This is an optimization exercise on Yosys and OpenROAD, whose aim is a short achievable clock period and few clock cycles per item, not a production implementation. RTL that was checked went through simulation tests only; none was proved equivalent to the original. For run 1, only the layout was checked, not whether the RTL still works. Power is estimated from default activity; no workload was simulated.

==> flow/design.v <==
`timescale 1ns / 1ps
`default_nettype none
package dvrt_pkg;
	localparam int unsigned MAX_RESULTS = 64;
	localparam int unsigned EMIT_W = 7;
	localparam logic [4:0] INF_METRIC = 5'd16;
	localparam logic [1:0] OP_RECV    = 2'd0;
	localparam logic [1:0] OP_PERIOD  = 2'd1;
	localparam logic [1:0] OP_TIMEOUT = 2'd2;
	localparam logic [7:0] RIP_VER     = 8'd2;
	localparam logic [7:0] CMD_REQUEST = 8'd1;
	localparam logic [7:0] CMD_RESPONSE = 8'd2;
	localparam logic [1:0] KIND_STATUS = 2'd0;
	localparam logic [1:0] KIND_ADV    = 2'd1;
	localparam logic [1:0] KIND_EMPTY  = 2'd2;
	localparam logic [2:0] ST_OK        = 3'd0;
	localparam logic [2:0] ST_VERSION   = 3'd1;
	localparam logic [2:0] ST_COMMAND   = 3'd2;
	localparam logic [2:0] ST_FULL      = 3'd3;
	localparam logic [2:0] ST_NOT_FOUND = 3'd4;
	typedef struct packed {
		logic [31:0] dest;
		logic [31:0] mask;
		logic [31:0] gateway;
		logic [4:0]  metric;
		logic [7:0]  iface;
	} entry_t;
	typedef struct packed {
		logic match;
		logic elig;
		logic nh_eq;
		logic met_lt;
	} cmp_t;
	typedef struct packed {
		logic [1:0]  kind;
		logic [2:0]  status;
		logic [7:0]  iface;
		logic [31:0] dest;
		logic [31:0] mask;
		logic [31:0] gateway;
		logic [4:0]  metric;
		logic        packet_end;
		logic        last;
	} result_t;
endpackage
`default_nettype wire
`timescale 1ns / 1ps
`default_nettype none
module dvrt_cmp (
	input  wire logic [31:0] ent_dest,
	input  wire logic [31:0] ent_mask,
	input  wire logic [31:0] ent_gw,
	input  wire logic [4:0]  ent_metric,
	input  wire logic [7:0]  ent_iface,
	input  wire logic [31:0] dest,
	input  wire logic [31:0] mask,
	input  wire logic [31:0] src,
	input  wire logic        met_small,
	input  wire logic [4:0]  met_lo,
	input  wire logic [7:0]  adv_iface,
	output logic             key_eq,
	output logic             gw_eq,
	output logic             met_lt,
	output logic             elig1,
	output logic             elig2
);
	always_comb begin
		key_eq = (ent_dest == dest) && (ent_mask == mask);
		gw_eq  = (ent_gw == src);
		met_lt = met_small && (met_lo < ent_metric);
		elig1  = (ent_iface != adv_iface) && !ent_metric[4];
		elig2  = (ent_iface != 8'd2) && !ent_metric[4];
	end
endmodule
`default_nettype wire
`default_nettype none
module dvrt_pick #(
	parameter int N = 32
) (
	input  wire logic [N-1:0] set,
	output logic [N-1:0]      hi,
	output logic [N-1:0]      rest,
	output logic              nz,
	output logic              one
);
	logic [N-1:0] above;
	logic [N-1:0] any_l [0:$clog2(N)];
	logic [N-1:0] mul_l [0:$clog2(N)];
	always_comb begin
		above = {1'b0, set[N-1:1]};
		for (int k = 1; k < N; k = k * 2) begin
			above = above | (above >> k);
		end
		hi = set & ~above;
		rest = set & above;
	end
	always_comb begin
		any_l[0] = set;
		mul_l[0] = '0;
		for (int l = 1; l <= $clog2(N); l++) begin
			any_l[l] = '0;
			mul_l[l] = '0;
			for (int k = 0; k < (N >> l); k++) begin
				any_l[l][k] = any_l[l-1][2*k] || any_l[l-1][2*k+1];
				mul_l[l][k] = mul_l[l-1][2*k] || mul_l[l-1][2*k+1] ||
					(any_l[l-1][2*k] && any_l[l-1][2*k+1]);
			end
		end
		nz = any_l[$clog2(N)][0];
		one = nz && !mul_l[$clog2(N)][0];
	end
endmodule
`default_nettype wire
`timescale 1ns / 1ps
`default_nettype none
module dvrt_table (
	input  wire logic        clk,
	input  wire logic        we,
	input  wire logic        we_met,
	input  wire logic [31:0] wdest,
	input  wire logic [31:0] wmask,
	input  wire logic [31:0] wgw,
	input  wire logic [4:0]  wmetric,
	input  wire logic [7:0]  wiface,
	output logic [31:0]      dest,
	output logic [31:0]      mask,
	output logic [31:0]      gw,
	output logic [4:0]       metric,
	output logic [7:0]       iface
);
	always_ff @(posedge clk) begin
		if (we) begin
			dest <= wdest;
			mask <= wmask;
			gw <= wgw;
			iface <= wiface;
		end
		if (we_met) begin
			metric <= wmetric;
		end
	end
endmodule
`default_nettype wire
`timescale 1ns / 1ps
`default_nettype none
module distance_vector_route_table #(
	parameter int TABLE_DEPTH = 32,
	parameter int ENTRIES_PER_PACKET = 25
) (
	input  wire logic         clk,
	input  wire logic         arst_n,
	input  wire logic         s_tvalid,
	output logic              s_tready,
	input  wire logic [151:0] s_tdata,
	input  wire logic         s_tlast,
	input  wire logic [1:0]   s_tuser,
	output logic              m_tvalid,
	input  wire logic         m_tready,
	output logic [111:0]      m_tdata,
	output logic              m_tlast,
	output logic [2:0]        m_tuser
);
	localparam int N = TABLE_DEPTH;
	localparam int PW = $clog2(ENTRIES_PER_PACKET + 1);
	logic ready_q, v0_q, v1_q;
	logic [151:0] d0_q, d1_q;
	logic l0_q, l1_q;
	logic [1:0] u0_q, u1_q;
	logic push, pop, v0_n, v1_n;
	assign s_tready = ready_q;
	assign push = s_tvalid && ready_q;
	assign v0_n = v0_q ? (v1_q || !pop || push) : push;
	assign v1_n = v1_q ? !pop : (v0_q && !pop && push);
	always_ff @(posedge clk or negedge arst_n) begin
		if (!arst_n) begin
			ready_q <= 1'b1;
			v0_q <= 1'b0;
			v1_q <= 1'b0;
		end else begin
			ready_q <= !(v0_n && v1_n);
			v0_q <= v0_n;
			v1_q <= v1_n;
		end
	end
	always_ff @(posedge clk) begin
		if (v1_q && pop) begin
			d0_q <= d1_q;
			l0_q <= l1_q;
			u0_q <= u1_q;
		end else if (!v0_q || (!v1_q && pop)) begin
			d0_q <= s_tdata;
			l0_q <= s_tlast;
			u0_q <= s_tuser;
		end
		if (!v1_q) begin
			d1_q <= s_tdata;
			l1_q <= s_tlast;
			u1_q <= s_tuser;
		end
	end
	logic [31:0] t_dst [N];
	logic [31:0] t_msk [N];
	logic [31:0] t_gw  [N];
	logic [4:0]  t_met [N];
	logic [7:0]  t_ifc [N];
	logic [N-1:0] valid_q;
	logic [N-1:0] nxt;
	logic full;
	assign nxt = valid_q ^ {valid_q[N-2:0], 1'b1};
	assign full = valid_q[N-1];
	logic x_v, x_resp, x_tmo, x_adv;
	logic [2:0] x_status;
	logic [7:0] x_ifc;
	logic [31:0] x_src, x_dst, x_msk;
	logic [4:0] x_newmet;
	logic x_mlt15;
	logic [N-1:0] x_m;
	logic x_found, x_gweq, x_lt;
	logic [N-1:0] x_sel, x_rest, x_sel2, x_rest2;
	logic x_nz, x_one, x_nz2, x_one2;
	logic x_two;
	logic [7:0] x_i;
	logic [PW-1:0] x_place;
	logic go, x_free, x_done, emit;
	logic x_upd, x_app, x_wr;
	logic [N-1:0] x_we;
	logic [7:0] h_ver, h_cmd, h_ifc;
	logic [31:0] h_src, h_dst, h_msk, h_met;
	logic [1:0] h_op;
	logic h_resp, h_tmo, h_adv, h_per;
	logic [2:0] h_status;
	logic h_small;
	logic [7:0] h_i1;
	logic [N-1:0] keq, gweq, mlt, el1, el2;
	logic [N-1:0] km;
	logic xk, fwd;
	logic fwd_e1, fwd_e2;
	logic [N-1:0] m_n, m_r, e1_n, e2_n;
	logic found_n, gweq_n, lt_n;
	logic [4:0] newmet_n;
	assign h_ver = d0_q[7:0];
	assign h_cmd = d0_q[15:8];
	assign h_ifc = d0_q[23:16];
	assign h_src = d0_q[55:24];
	assign h_dst = d0_q[87:56];
	assign h_msk = d0_q[119:88];
	assign h_met = d0_q[151:120];
	assign h_op = u0_q;
	always_comb begin
		h_resp = 1'b0;
		h_tmo = 1'b0;
		h_adv = 1'b0;
		h_status = dvrt_pkg::ST_OK;
		unique case (h_op)
			dvrt_pkg::OP_RECV: begin
				if (h_ver != dvrt_pkg::RIP_VER) begin
					h_status = dvrt_pkg::ST_VERSION;
				end else if (h_cmd == dvrt_pkg::CMD_REQUEST) begin
					h_adv = l0_q;
				end else if (h_cmd == dvrt_pkg::CMD_RESPONSE) begin
					h_resp = 1'b1;
				end else begin
					h_status = dvrt_pkg::ST_COMMAND;
				end
			end
			dvrt_pkg::OP_PERIOD: begin
				h_adv = 1'b1;
			end
			dvrt_pkg::OP_TIMEOUT: begin
				h_tmo = 1'b1;
			end
			default: begin
				h_status = dvrt_pkg::ST_COMMAND;
			end
		endcase
	end
	assign h_per = (h_op == dvrt_pkg::OP_PERIOD);
	assign h_small = (h_met[31:5] == 27'd0);
	assign h_i1 = h_per ? 8'd1 : h_ifc;
	assign newmet_n = h_tmo ? dvrt_pkg::INF_METRIC :
		((h_met >= 32'd15) ? dvrt_pkg::INF_METRIC : 5'(h_met + 32'd1));
	for (genvar j = 0; j < N; j++) begin : g_ent
		dvrt_table u_ent (
			.clk    (clk),
			.we     (emit && x_we[j] && x_resp),
			.we_met (emit && x_we[j]),
			.wdest  (x_dst),
			.wmask  (x_msk),
			.wgw    (x_src),
			.wmetric(x_newmet),
			.wiface (x_ifc),
			.dest   (t_dst[j]),
			.mask   (t_msk[j]),
			.gw     (t_gw[j]),
			.metric (t_met[j]),
			.iface  (t_ifc[j])
		);
		dvrt_cmp u_cmp (
			.ent_dest  (t_dst[j]),
			.ent_mask  (t_msk[j]),
			.ent_gw    (t_gw[j]),
			.ent_metric(t_met[j]),
			.ent_iface (t_ifc[j]),
			.dest      (h_dst),
			.mask      (h_msk),
			.src       (h_src),
			.met_small (h_small),
			.met_lo    (h_met[4:0]),
			.adv_iface (h_i1),
			.key_eq    (keq[j]),
			.gw_eq     (gweq[j]),
			.met_lt    (mlt[j]),
			.elig1     (el1[j]),
			.elig2     (el2[j])
		);
	end
	assign xk = (x_dst == h_dst) && (x_msk == h_msk);
	assign fwd = xk && x_wr;
	assign km = valid_q & keq;
	assign fwd_e1 = x_resp && (x_ifc != h_i1) && !x_newmet[4];
	assign fwd_e2 = x_resp && (x_ifc != 8'd2) && !x_newmet[4];
	always_comb begin
		m_n = fwd ? x_we : km;
		for (int j = 0; j < N; j++) begin
			e1_n[j] = x_we[j] ? fwd_e1 : (valid_q[j] && el1[j]);
			e2_n[j] = x_we[j] ? fwd_e2 : (valid_q[j] && el2[j]);
		end
	end
	logic l_v, l_resp, l_tmo, l_adv, l_per;
	logic [2:0] l_status;
	logic [7:0] l_ifc, l_i1;
	logic [31:0] l_src, l_dst, l_msk;
	logic [4:0] l_newmet, l_met5;
	logic l_mlt15, l_small;
	logic [N-1:0] l_m1, l_gweq, l_mlt, l_e1, l_e2;
	logic l_fz, l_fz_resp, l_zgweq, l_zlt;
	logic l_free;
	logic fa, fa_e1, fa_e2;
	logic [N-1:0] e1_r, e2_r;
	assign fa = (x_dst == l_dst) && (x_msk == l_msk) && x_wr;
	assign fa_e1 = x_resp && (x_ifc != l_i1) && !x_newmet[4];
	assign fa_e2 = x_resp && (x_ifc != 8'd2) && !x_newmet[4];
	always_comb begin
		m_r = fa ? x_we : l_m1;
		found_n = fa || (|l_m1);
		if (fa && x_resp) begin
			gweq_n = (x_src == l_src);
		end else if (l_fz && l_fz_resp) begin
			gweq_n = l_zgweq;
		end else begin
			gweq_n = |(l_m1 & l_gweq);
		end
		if (fa) begin
			lt_n = l_small && (l_met5 < x_newmet);
		end else if (l_fz) begin
			lt_n = l_zlt;
		end else begin
			lt_n = |(l_m1 & l_mlt);
		end
		for (int j = 0; j < N; j++) begin
			e1_r[j] = x_we[j] ? fa_e1 : l_e1[j];
			e2_r[j] = x_we[j] ? fa_e2 : l_e2[j];
		end
	end
	logic [N-1:0] h1_hi, h1_rest, h2_hi, h2_rest;
	logic h1_nz, h1_one, h2_nz, h2_one;
	dvrt_pick #(.N(N)) u_pick1 (.set(e1_r), .hi(h1_hi), .rest(h1_rest), .nz(h1_nz), .one(h1_one));
	dvrt_pick #(.N(N)) u_pick2 (.set(e2_r), .hi(h2_hi), .rest(h2_rest), .nz(h2_nz), .one(h2_one));
	always_ff @(posedge clk or negedge arst_n) begin
		if (!arst_n) begin
			l_v <= 1'b0;
		end else if (l_free) begin
			l_v <= v0_q;
		end
	end
	always_ff @(posedge clk) begin
		if (l_free) begin
			l_resp <= h_resp;
			l_tmo <= h_tmo;
			l_adv <= h_adv;
			l_per <= h_per;
			l_status <= h_status;
			l_ifc <= h_ifc;
			l_i1 <= h_i1;
			l_src <= h_src;
			l_dst <= h_dst;
			l_msk <= h_msk;
			l_newmet <= newmet_n;
			l_met5 <= h_met[4:0];
			l_mlt15 <= (h_met < 32'd15);
			l_small <= h_small;
			l_m1 <= m_n;
			l_gweq <= gweq;
			l_mlt <= mlt;
			l_e1 <= e1_n;
			l_e2 <= e2_n;
			l_fz <= fwd;
			l_fz_resp <= x_resp;
			l_zgweq <= (x_src == h_src);
			l_zlt <= h_small && (h_met[4:0] < x_newmet);
		end
	end
	logic skid_v;
	logic p24, phase_end;
	logic [31:0] a_dst, a_msk, a_gw;
	logic [4:0] a_met;
	logic [115:0] r;
	assign go = !skid_v;
	assign emit = go && x_v;
	assign x_upd = x_found && (x_gweq || x_lt);
	assign x_app = !x_found && x_mlt15 && !full;
	assign x_wr = x_v && ((x_resp && (x_upd || x_app)) || (x_tmo && x_found));
	always_comb begin
		for (int j = 0; j < N; j++) begin
			x_we[j] = x_v && ((x_resp && ((x_upd && x_m[j]) || (x_app && nxt[j]))) ||
				(x_tmo && x_found && x_m[j]));
		end
	end
	logic [N-1:0] p_hi, p_rest;
	logic p_nz, p_one;
	dvrt_pick #(.N(N)) u_pick (.set(x_rest), .hi(p_hi), .rest(p_rest), .nz(p_nz), .one(p_one));
	always_comb begin
		a_dst = '0;
		a_msk = '0;
		a_gw = '0;
		a_met = '0;
		for (int j = 0; j < N; j++) begin
			a_dst = a_dst | ({32{x_sel[j]}} & t_dst[j]);
			a_msk = a_msk | ({32{x_sel[j]}} & t_msk[j]);
			a_gw = a_gw | ({32{x_sel[j]}} & t_gw[j]);
			a_met = a_met | ({5{x_sel[j]}} & t_met[j]);
		end
	end
	assign p24 = (x_place == PW'(ENTRIES_PER_PACKET - 1));
	assign phase_end = !x_nz || (x_one && !p24);
	assign x_free = !x_v || x_done;
	assign x_done = emit && (!x_adv || (phase_end && !x_two));
	assign l_free = !l_v || x_free;
	assign pop = v0_q && l_free;
	always_comb begin
		if (x_adv) begin
			if (x_nz) begin
				r = {p24 || x_one, dvrt_pkg::KIND_ADV, phase_end && !x_two,
					a_met, a_gw, a_msk, a_dst, x_i, dvrt_pkg::ST_OK};
			end else begin
				r = {1'b1, dvrt_pkg::KIND_EMPTY, !x_two,
					5'd0, 32'd0, 32'd0, 32'd0, x_i, dvrt_pkg::ST_OK};
			end
		end else begin
			logic [2:0] st;
			st = x_status;
			if (x_resp) begin
				st = (!x_found && x_mlt15 && full) ? dvrt_pkg::ST_FULL : dvrt_pkg::ST_OK;
			end else if (x_tmo) begin
				st = x_found ? dvrt_pkg::ST_OK : dvrt_pkg::ST_NOT_FOUND;
			end
			r = {1'b0, dvrt_pkg::KIND_STATUS, 1'b1, 5'd0, 32'd0, 32'd0, 32'd0, 8'd0, st};
		end
	end
	always_ff @(posedge clk or negedge arst_n) begin
		if (!arst_n) begin
			x_v <= 1'b0;
			valid_q <= '0;
		end else begin
			if (x_free) begin
				x_v <= l_v;
			end
			if (emit && x_wr && x_resp && x_app) begin
				valid_q <= valid_q | nxt;
			end
		end
	end
	always_ff @(posedge clk) begin
		if (x_free) begin
			x_resp <= l_resp;
			x_tmo <= l_tmo;
			x_adv <= l_adv;
			x_status <= l_status;
			x_ifc <= l_ifc;
			x_src <= l_src;
			x_dst <= l_dst;
			x_msk <= l_msk;
			x_newmet <= l_newmet;
			x_mlt15 <= l_mlt15;
			x_m <= m_r;
			x_found <= found_n;
			x_gweq <= gweq_n;
			x_lt <= lt_n;
			x_sel <= h1_hi;
			x_rest <= h1_rest;
			x_nz <= h1_nz;
			x_one <= h1_one;
			x_sel2 <= h2_hi;
			x_rest2 <= h2_rest;
			x_nz2 <= h2_nz;
			x_one2 <= h2_one;
			x_two <= l_per;
			x_i <= l_i1;
			x_place <= '0;
		end else if (emit && x_adv) begin
			if (phase_end && x_two) begin
				x_sel <= x_sel2;
				x_rest <= x_rest2;
				x_nz <= x_nz2;
				x_one <= x_one2;
				x_i <= 8'd2;
				x_two <= 1'b0;
				x_place <= '0;
			end else begin
				x_sel <= p_hi;
				x_rest <= p_rest;
				x_nz <= p_nz;
				x_one <= p_one;
				x_place <= p24 ? '0 : PW'(x_place + PW'(1));
			end
		end
	end
	logic out_v, out_free;
	logic [115:0] out_q, skid_q;
	assign out_free = !out_v || m_tready;
	always_ff @(posedge clk or negedge arst_n) begin
		if (!arst_n) begin
			out_v <= 1'b0;
			skid_v <= 1'b0;
		end else begin
			if (out_free) begin
				out_v <= skid_v || emit;
			end
			skid_v <= skid_v ? !out_free : (emit && !out_free);
		end
	end
	always_ff @(posedge clk) begin
		if (out_free) begin
			out_q <= skid_v ? skid_q : r;
		end
		if (!skid_v) begin
			skid_q <= r;
		end
	end
	assign m_tvalid = out_v;
	assign m_tuser = {out_q[115], out_q[114:113]};
	assign m_tlast = out_q[112];
	assign m_tdata = out_q[111:0];
endmodule
`default_nettype wire
==> flow/run.sh <==
#!/bin/bash
# synth_recipe.tcl (not shown) runs the flow's synth.tcl, then flattens the netlist and writes it again
# the make line also repeats each setting of config.mk as NAME=value (left out here)
make -C /OpenROAD-flow-scripts/flow DESIGN_CONFIG=/design/flow/config.mk WORK_HOME=/design/flow/orfs CLKGATE_MAP_FILE= SYNTH_SCRIPT=/design/flow/synth_recipe.tcl finish
==> flow/config.mk <==
export PLATFORM = sky130hd
export DESIGN_NAME = distance_vector_route_table
export DESIGN_NICKNAME = distance_vector_route_table
export VERILOG_FILES = /design/flow/design.v
export SDC_FILE = /design/flow/constraint.sdc
export NUM_CORES = 4
export LEC_CHECK = 0
export ABC_CLOCK_PERIOD_IN_PS = 2000
export CAP_MARGIN = 20
export CORE_MARGIN = 2
export CORE_UTILIZATION = 40
export SETUP_SLACK_MARGIN = 5
export SLEW_MARGIN = 20
export TNS_END_PERCENT = 10
==> flow/constraint.sdc <==
create_clock -name core_clock -period 8.0 [get_ports {clk}]
set_input_delay 1.6000 -clock core_clock [delete_from_list [all_inputs] [get_ports {clk}]]
set_output_delay 1.6000 -clock core_clock [all_outputs]
set_load 0.01 [all_outputs]
==> run summary, run 1 <==
* Ys async rst share at 0.837%
* Simple-Gate Fraction of Synth Area at 6.76%
* Sequential-to-total area share from yosys stat at 65.3%
* Synth Instances at 15000
* Synth Register Bits at 4657
* Syn Nets at 15300
* Last stage: 5_1_grt
* Die Span Y at 732 um
* Die width at 732 um
* Root Buffer: clkbuf_16
* Synth Area per Inst at 14.1 um^2
* Adder-cell area share of the yosys netlist at 1.02%
* Multiplexer share of the synthesized area at 1.12%
* Number of flops mapped to enable cells by yosys at 4497
* Status: did not finish
* Largest net degree at the start of global routing at 104
* Cell Rows at 267
* Synth Flop Type: edfxtp_1
* HPWL after DPL at 1280000 um
* Clk sinks at 4657
* Largest family of logic cells by synthesized area: XOR/XNOR gates
* Yosys warns at 11
* Initial core utilization at 40.1%
* Port Buf Inserts at 276
* Global route total overflow at 1
* Cts bufs inserted at 546
* Total track usage at 65.9%
* GP Congestion at 1.28
* Run Error: [ERROR GRT-0232] Routing congestion too high. Check the congestion heatmap in the GUI.
* Distinct cells, synth at 92
* Setup WS pre-CTS at 2.52 ns
* Boundary pin count at 277
* Compound-Gate Fraction of Synth Area at 10.9%
* # hold bufs at CTS at 0
* Clock Path Buffers at 4
* Synthesized area at 212000 um^2
* CTS H-tree depth at 6
* Post-synthesis xor/xnor area fraction at 12.4%
metal layers:
| metal | overflow | track usage, % |
|---|---|---|
| met1 | 0 | 72.1 |
| met2 | 0 | 76.7 |
| met3 | 1 | 53.8 |
| met4 | 0 | 52.8 |
| met5 | 0 | 41.6 |
through the flow:
step	util, %	total power (uW)	instances	area (um^2)	hold WS [ns]
2_1_floorplan	-	65000	15000	213000	0.400
3_5_place_dp	43.8	108000	22300	231000	0.405
3_3_place_gp	43.6	109000	22300	230000	0.401
4_1_cts	50.0	142000	24000	264000	0.419
synth_stat cells, drive strengths merged (78+ instances only):
master  count  area, um^2
clkbuf    699        2620
a221oi    560        4910
mux2      190        2140
nand2b     78         488
inv       367        1380
o22ai     223        1400
o21ai     299        1500
ha        173        2160
a22oi     933        7060
a22o      503        4410
buf       249        1020
nand4     756        4730
nor4      644        4090
edfxtp   4497      135000
nand2     369        1390
nor3      160         801
xnor2    1020        8930
a21oi     208        1040
nor2      276        1040
xor2     1981       17400
dfxtp     121        2420
power by group through the flow:
stage               combinational (uW)  sequential [uW]  clock (uW)
floorplan                        23100            41900           0
global placement                 64100            44500           0
detailed placement               63900            44500           0
CTS                              73000            43800       25600
worst max path at each step:
stage	from	end	slack, ns	cells past startpoint
detailed placement	x_resp	x_rest[1]	2.52	11
floorplan	v1_q	v0_q	4.05	3
global placement	x_resp	x_rest[1]	2.44	10
CTS	d0_q[76]	l_m1[16]	4.23	11
kinds of logic after synthesis:
family                     after synthesis
DFF                                   4657
AOI/OAI and AO/OA                     3056
xor gates and xnor gates              3001
and+or+nand+nor                       2547
buffers and inverters                 1330
muxes                                  213
adders and majority gates              173
what timing repair did:
item	in CTS
gates cloned	70
endpoints found under the setup margin	4953
gates resized for setup	1530
pin swaps	338
buffers inserted	585
==> run 2, diff against run 1 <==
--- a/flow/design.v
+++ b/flow/design.v
@@ -215,6 +215,5 @@
 	logic [4:0] x_newmet;
 	logic x_mlt15;
-	logic [N-1:0] x_m;
-	logic x_found, x_gweq, x_lt;
+	logic x_found;
 	logic [N-1:0] x_sel, x_rest, x_sel2, x_rest2;
 	logic x_nz, x_one, x_nz2, x_one2;
@@ -223,5 +222,5 @@
 	logic [PW-1:0] x_place;
 	logic go, x_free, x_done, emit;
-	logic x_upd, x_app, x_wr;
+	logic x_wr;
 	logic [N-1:0] x_we;
 	logic [7:0] h_ver, h_cmd, h_ifc;
@@ -236,6 +235,6 @@
 	logic xk, fwd;
 	logic fwd_e1, fwd_e2;
-	logic [N-1:0] m_n, m_r, e1_n, e2_n;
-	logic found_n, gweq_n, lt_n;
+	logic [N-1:0] m_r, e1_n, e2_n;
+	logic found_n;
 	logic [4:0] newmet_n;
 	assign h_ver = d0_q[7:0];
@@ -321,5 +320,4 @@
 	assign fwd_e2 = x_resp && (x_ifc != 8'd2) && !x_newmet[4];
 	always_comb begin
-		m_n = fwd ? x_we : km;
 		for (int j = 0; j < N; j++) begin
 			e1_n[j] = x_we[j] ? fwd_e1 : (valid_q[j] && el1[j]);
@@ -333,29 +331,16 @@
 	logic [4:0] l_newmet, l_met5;
 	logic l_mlt15, l_small;
-	logic [N-1:0] l_m1, l_gweq, l_mlt, l_e1, l_e2;
-	logic l_fz, l_fz_resp, l_zgweq, l_zlt;
+	logic [N-1:0] l_km, l_zwe, l_gweq, l_mlt, l_e1, l_e2;
+	logic l_fz, l_fz_resp, l_zgweq, l_zlt, l_ka, l_agweq;
 	logic l_free;
 	logic fa, fa_e1, fa_e2;
-	logic [N-1:0] e1_r, e2_r;
-	assign fa = (x_dst == l_dst) && (x_msk == l_msk) && x_wr;
+	logic [N-1:0] e1_r, e2_r, m1;
+	assign fa = l_ka && x_wr;
 	assign fa_e1 = x_resp && (x_ifc != l_i1) && !x_newmet[4];
 	assign fa_e2 = x_resp && (x_ifc != 8'd2) && !x_newmet[4];
 	always_comb begin
-		m_r = fa ? x_we : l_m1;
-		found_n = fa || (|l_m1);
-		if (fa && x_resp) begin
-			gweq_n = (x_src == l_src);
-		end else if (l_fz && l_fz_resp) begin
-			gweq_n = l_zgweq;
-		end else begin
-			gweq_n = |(l_m1 & l_gweq);
-		end
-		if (fa) begin
-			lt_n = l_small && (l_met5 < x_newmet);
-		end else if (l_fz) begin
-			lt_n = l_zlt;
-		end else begin
-			lt_n = |(l_m1 & l_mlt);
-		end
+		m1 = l_fz ? l_zwe : l_km;
+		m_r = fa ? x_we : m1;
+		found_n = fa || l_fz || (|l_km);
 		for (int j = 0; j < N; j++) begin
 			e1_r[j] = x_we[j] ? fa_e1 : l_e1[j];
@@ -390,5 +375,8 @@
 			l_mlt15 <= (h_met < 32'd15);
 			l_small <= h_small;
-			l_m1 <= m_n;
+			l_km <= km;
+			l_zwe <= x_we;
+			l_ka <= l_v ? ((l_dst == h_dst) && (l_msk == h_msk)) : xk;
+			l_agweq <= l_v ? (l_src == h_src) : (x_src == h_src);
 			l_gweq <= gweq;
 			l_mlt <= mlt;
@@ -408,11 +396,27 @@
 	assign go = !skid_v;
 	assign emit = go && x_v;
-	assign x_upd = x_found && (x_gweq || x_lt);
-	assign x_app = !x_found && x_mlt15 && !full;
-	assign x_wr = x_v && ((x_resp && (x_upd || x_app)) || (x_tmo && x_found));
+	logic [N-1:0] valid_nx, nxt_nx, we_n, upd_v;
+	logic app_n, wr_n, lt16;
+	assign lt16 = l_small && !l_met5[4];
 	always_comb begin
+		valid_nx = valid_q | (emit ? x_we : '0);
+		nxt_nx = valid_nx ^ {valid_nx[N-2:0], 1'b1};
 		for (int j = 0; j < N; j++) begin
-			x_we[j] = x_v && ((x_resp && ((x_upd && x_m[j]) || (x_app && nxt[j]))) ||
-				(x_tmo && x_found && x_m[j]));
+			logic g, lt;
+			g = (l_fz && l_fz_resp) ? l_zgweq : l_gweq[j];
+			lt = l_fz ? l_zlt : l_mlt[j];
+			if (fa && x_resp) begin
+				upd_v[j] = x_we[j] && (l_agweq || (l_small && (l_met5 < x_newmet)));
+			end else if (fa) begin
+				upd_v[j] = m1[j] && (g || lt16);
+			end else begin
+				upd_v[j] = m1[j] && (g || lt);
+			end
+		end
+		app_n = !found_n && l_mlt15 && !valid_nx[N-1];
+		wr_n = l_v && ((l_resp && ((|upd_v) || app_n)) || (l_tmo && found_n));
+		for (int j = 0; j < N; j++) begin
+			we_n[j] = l_v && ((l_resp && (upd_v[j] || (app_n && nxt_nx[j]))) ||
+				(l_tmo && found_n && m_r[j]));
 		end
 	end
@@ -461,11 +465,15 @@
 		if (!arst_n) begin
 			x_v <= 1'b0;
+			x_wr <= 1'b0;
+			x_we <= '0;
 			valid_q <= '0;
 		end else begin
 			if (x_free) begin
 				x_v <= l_v;
+				x_wr <= wr_n;
+				x_we <= we_n;
 			end
-			if (emit && x_wr && x_resp && x_app) begin
-				valid_q <= valid_q | nxt;
+			if (emit) begin
+				valid_q <= valid_q | x_we;
 			end
 		end
@@ -483,8 +491,5 @@
 			x_newmet <= l_newmet;
 			x_mlt15 <= l_mlt15;
-			x_m <= m_r;
 			x_found <= found_n;
-			x_gweq <= gweq_n;
-			x_lt <= lt_n;
 			x_sel <= h1_hi;
 			x_rest <= h1_rest;
@@ -523,7 +528,9 @@
 			out_v <= 1'b0;
 			skid_v <= 1'b0;
+			out_q <= '0;
 		end else begin
 			if (out_free) begin
 				out_v <= skid_v || emit;
+				out_q <= skid_v ? skid_q : r;
 			end
 			skid_v <= skid_v ? !out_free : (emit && !out_free);
@@ -531,7 +538,4 @@
 	end
 	always_ff @(posedge clk) begin
-		if (out_free) begin
-			out_q <= skid_v ? skid_q : r;
-		end
 		if (!skid_v) begin
 			skid_q <= r;
--- a/flow/config.mk
+++ b/flow/config.mk
@@ -7,8 +7,9 @@
 export LEC_CHECK = 0
 export ABC_CLOCK_PERIOD_IN_PS = 2000
-export CAP_MARGIN = 20
+export CAP_MARGIN = 40
 export CORE_MARGIN = 2
-export CORE_UTILIZATION = 40
+export CORE_UTILIZATION = 25
+export PLACE_DENSITY = 0.35
 export SETUP_SLACK_MARGIN = 5
-export SLEW_MARGIN = 20
+export SLEW_MARGIN = 60
 export TNS_END_PERCENT = 10
==> run summary, run 2 <==
* Status: finished clean
* Distinct cells, synth at 92
* Commonest non-fill, non-tap cells in the layout: edfxtp_1 (4381), buf_4 (1537), xor2_1 (1467)
* Setup TNS at 0 ns
* Yosys warns at 11
* Max frequency at 0.270 GHz
* Worst path bufs/invs at 5
* Synth top area share at 61.1%
* Clk sinks at 4690
* Vias/cell at 6.64
* Total track usage at 48.3%
* Placed insts at 28400
* HPWL after DPL at 1660000 um
* Startpoint Class: register
* Cts bufs inserted at 607
* Hold WS at 0.313 ns
* Initial detailed-routing violation count at 44600
* P_int at 74200 uW
* CTS tree: built
* Synth Area per Inst at 13.9 um^2
* Top cell type by total area after synthesis: edfxtp_1
* LEAKAGE at 0.104 uW
* Worst VDD drop at 0.292 mV
* Die width at 932 um
* Reg power frac at 25.2%
* Clk pwr share at 17.8%
* Arr. time, crit path at 4.82 ns
* Post-synth top cells: edfxtp_1 (4381), xor2_1 (1891), xnor2_1 (1083), a22oi_1 (884), clkbuf_1 (736)
* Number of max-cap violations at 0
* Initial core utilization at 25.1%
* Worst path slowest cell: nor3_2
* DRT Wirelength at 2210000 um
* Largest regs: g_ent.u_ent.dest (1024), g_ent.u_ent.gw (1024), g_ent.u_ent.mask (1024)
* Via count at 205000
* Most frequent CP cell: buf_4
* # hold bufs at CTS at 0
* Die Span Y at 932 um
* Nets@finish at 18800
* Data required time of the critical path at 9.11 ns
* Wire length per cell at 71.5 um
* Met2 usage at 61.8%
* Actual slew at the worst max-slew pin at 0.778 ns
* Period minus WS final at 3.70 ns
* Synth Flop Type: edfxtp_1
* Met3 GRT Util at 28.7%
* Clock transition at path regs at 0.06 ns
* Boundary pin count at 277
* Sequential-to-total area share from yosys stat at 64.4%
* Root Buffer: clkbuf_16
* GP Congestion at 1.15
* Global route total overflow at 0
* Critical path class: reg -> reg
* Setup crit start: x_sel[25]
* Worst skew pair latency at 1.31 ns
* Power per cell area at 527 nW/um^2
* Final hold vios at 0
* Synth top area cells: edfxtp_1 (61%), xor2_1 (7.7%), xnor2_1 (4.4%)
* Finished Layout Cells at 30900
* Period utilisation layout at 46.3%
* Die area at 868000 um^2
* Core area at 858000 um^2
* Switching pwr at 85100 uW
* Syn Nets at 15800
* Switch share at 53.4%
* CP Cell Sequence: buf_8, buf_16, buf_4, buf_4, a22oi_1, buf_2, nand4_1, nor3_2, o21ai_0, mux2_2
* Largest net degree at the start of global routing at 76
* Port Buf Inserts at 276
* Final Max Tran Viols at 0
* First-pass GRT wire length at 2570000 um
* # DRC at 0
* Cell Rows at 340
* Max_slew headroom at 48.2%
* Comb pwr share at 57.0%
* Synth Register Bits at 4690
* Drt first pass iters at 20
* GRT met1 Usage at 60.5%
* Initial antenna violation count at 462
* Vias in the first global route at 171000
* Number of flops mapped to enable cells by yosys at 4381
* Power consumption at 159000 uW
* Count leader, synth: edfxtp_1
* Max incr delay on CP at 0.62 ns
* GRT busiest layer: met2
* CP Capture Type: register
* CP delay by family, top: simple AND/OR/NAND/NOR gates
* Ys async rst share at 4.01%
* Share of cells above drive strength 1 at 32.4%
* Synth Instances at 15500
* Commonest non-fill, non-tap cell in the layout: edfxtp_1
* # setup viols final at 0
* Fin util at 35.3%
* Worst-path maximum fanout at 9
* Area growth syn-to-layout at 40.5%
* Clock Path Buffers at 4
* CTS H-tree depth at 6
* Final Skew at 0.140 ns
* Worst R2R Start: x_sel[25]
* Synthesized area at 215000 um^2
* RSZ-0062 raised after global routing: yes
* Hold Path Class: in -> async
* Remaining antenna violation count at 0
-- run 2: cell types whose count changed after synthesis, moves of 42 or more --
cell / delta
xnor2_1: +63
inv_1: +51
dfrtp_1: +149
o21ai_0: -43
a211oi_1: +60
mux2_2: +81
nor2b_1: +63
xor2_1: -90
nand2_1: -60
o22ai_1: +46
edfxtp_1: -116
a21o_1: +42
-- run 2: final timing paths --
| check | endpoint | slack (ns) | cells past startpoint |
|---|---|---|---|
| min in group core_clock | x_status[1] | 0.42 | 0 |
| worst max-delay path | out_q[39] | 4.30 | 10 |
| worst min register to register | x_status[1] | 0.42 | 0 |
| max in group asynchronous | out_q[52] | 6.61 | 3 |
| worst min-delay path | out_q[105] | 0.31 | 1 |
| worst max register to register | out_q[39] | 4.30 | 10 |
-- run 2: cell families after synthesis --
logic type | after synthesis | synth area share [%]
xor+xnor | 2974 | 12.1
flops | 4690 | 64.4
simple gates | 2689 | 7.10
buf+inv | 1457 | 2.57
fa+ha+maj | 142 | 0.825
mux | 326 | 1.67
compound gates | 3225 | 11.3
-- run 2: per-stage QoR --
step,area [um^2],setup slack [ns]
2_1_floorplan,216000,4.00
3_3_place_gp,242000,1.90
3_5_place_dp,264000,3.85
4_1_cts,295000,4.47
5_1_grt,301000,4.49
6_report,302000,4.30
-- run 2: routing by layer --
metal,part of all wire [%],wire length (um),vias to the layer above
li1,-,-,67200
met1,39,855000,110000
met2,37,814000,22400
met3,16,354000,5103
met4,8.3,184000,180
met5,0.23,5100,-
-- run 2: power groups by stage --
stage	clock network, uW	logic, uW	registers, uW
finish	28400	90800	40100
detailed placement	0	73900	40300
CTS	28400	80500	39800
floorplan	0	21600	38900
global placement	0	67400	41100
global route	29200	85400	40100
-- run 2: cell type report --
type,count,area [um^2]
repair buffers,3366,39400
well taps,11500,14300
inverters,433,1770
fillers,83000,555000
clock buffers,792,16200
diodes,495,1240
multi-input cells,9358,87300
repair inverters,1,5.00
flip-flops and latches,4690,139000
clock inverters,315,3390
-- run 2: timing repair --
action	in CTS	in global routing
pin swaps	186	87
cloned	76	37
endpoints found under the hold margin	0	0
setup buffers	486	196
gates resized for setup	1443	505
endpoints found under the setup margin	2726	2998
Testbench counts of run 2, summed over its fixed seeds: cycles 18,256, items 4,800.

==> afterwards: timing with drivers on the ports <==
Ports are ideal in the flow. The routed layout listed here was re-timed in OpenROAD. Step 1 sets driving cells, clkbuf_16 on the clock port and buf_2 on the other inputs (assumed; they add their load-dependent delay and slew). Step 2 adds t to the input delays and takes it off the output delays; t is the mean of the earliest and latest rising clock arrival at the registers after step 1. Input paths then give back, and output paths get back, about the clock's delay inside the block. Slacks: no drivers / after step 1 / after step 2; pairs: no drivers / after step 1.
run: run 2
t (ns): 1.370
setup slack, ns: 4.297 / 4.297 / 4.221
worst setup path after step 2: input to register
After both steps run 2 still meets setup and hold. For run 2, drivers alone change the setup slack by 0.000 ns; drivers and shift together by -0.076 ns.
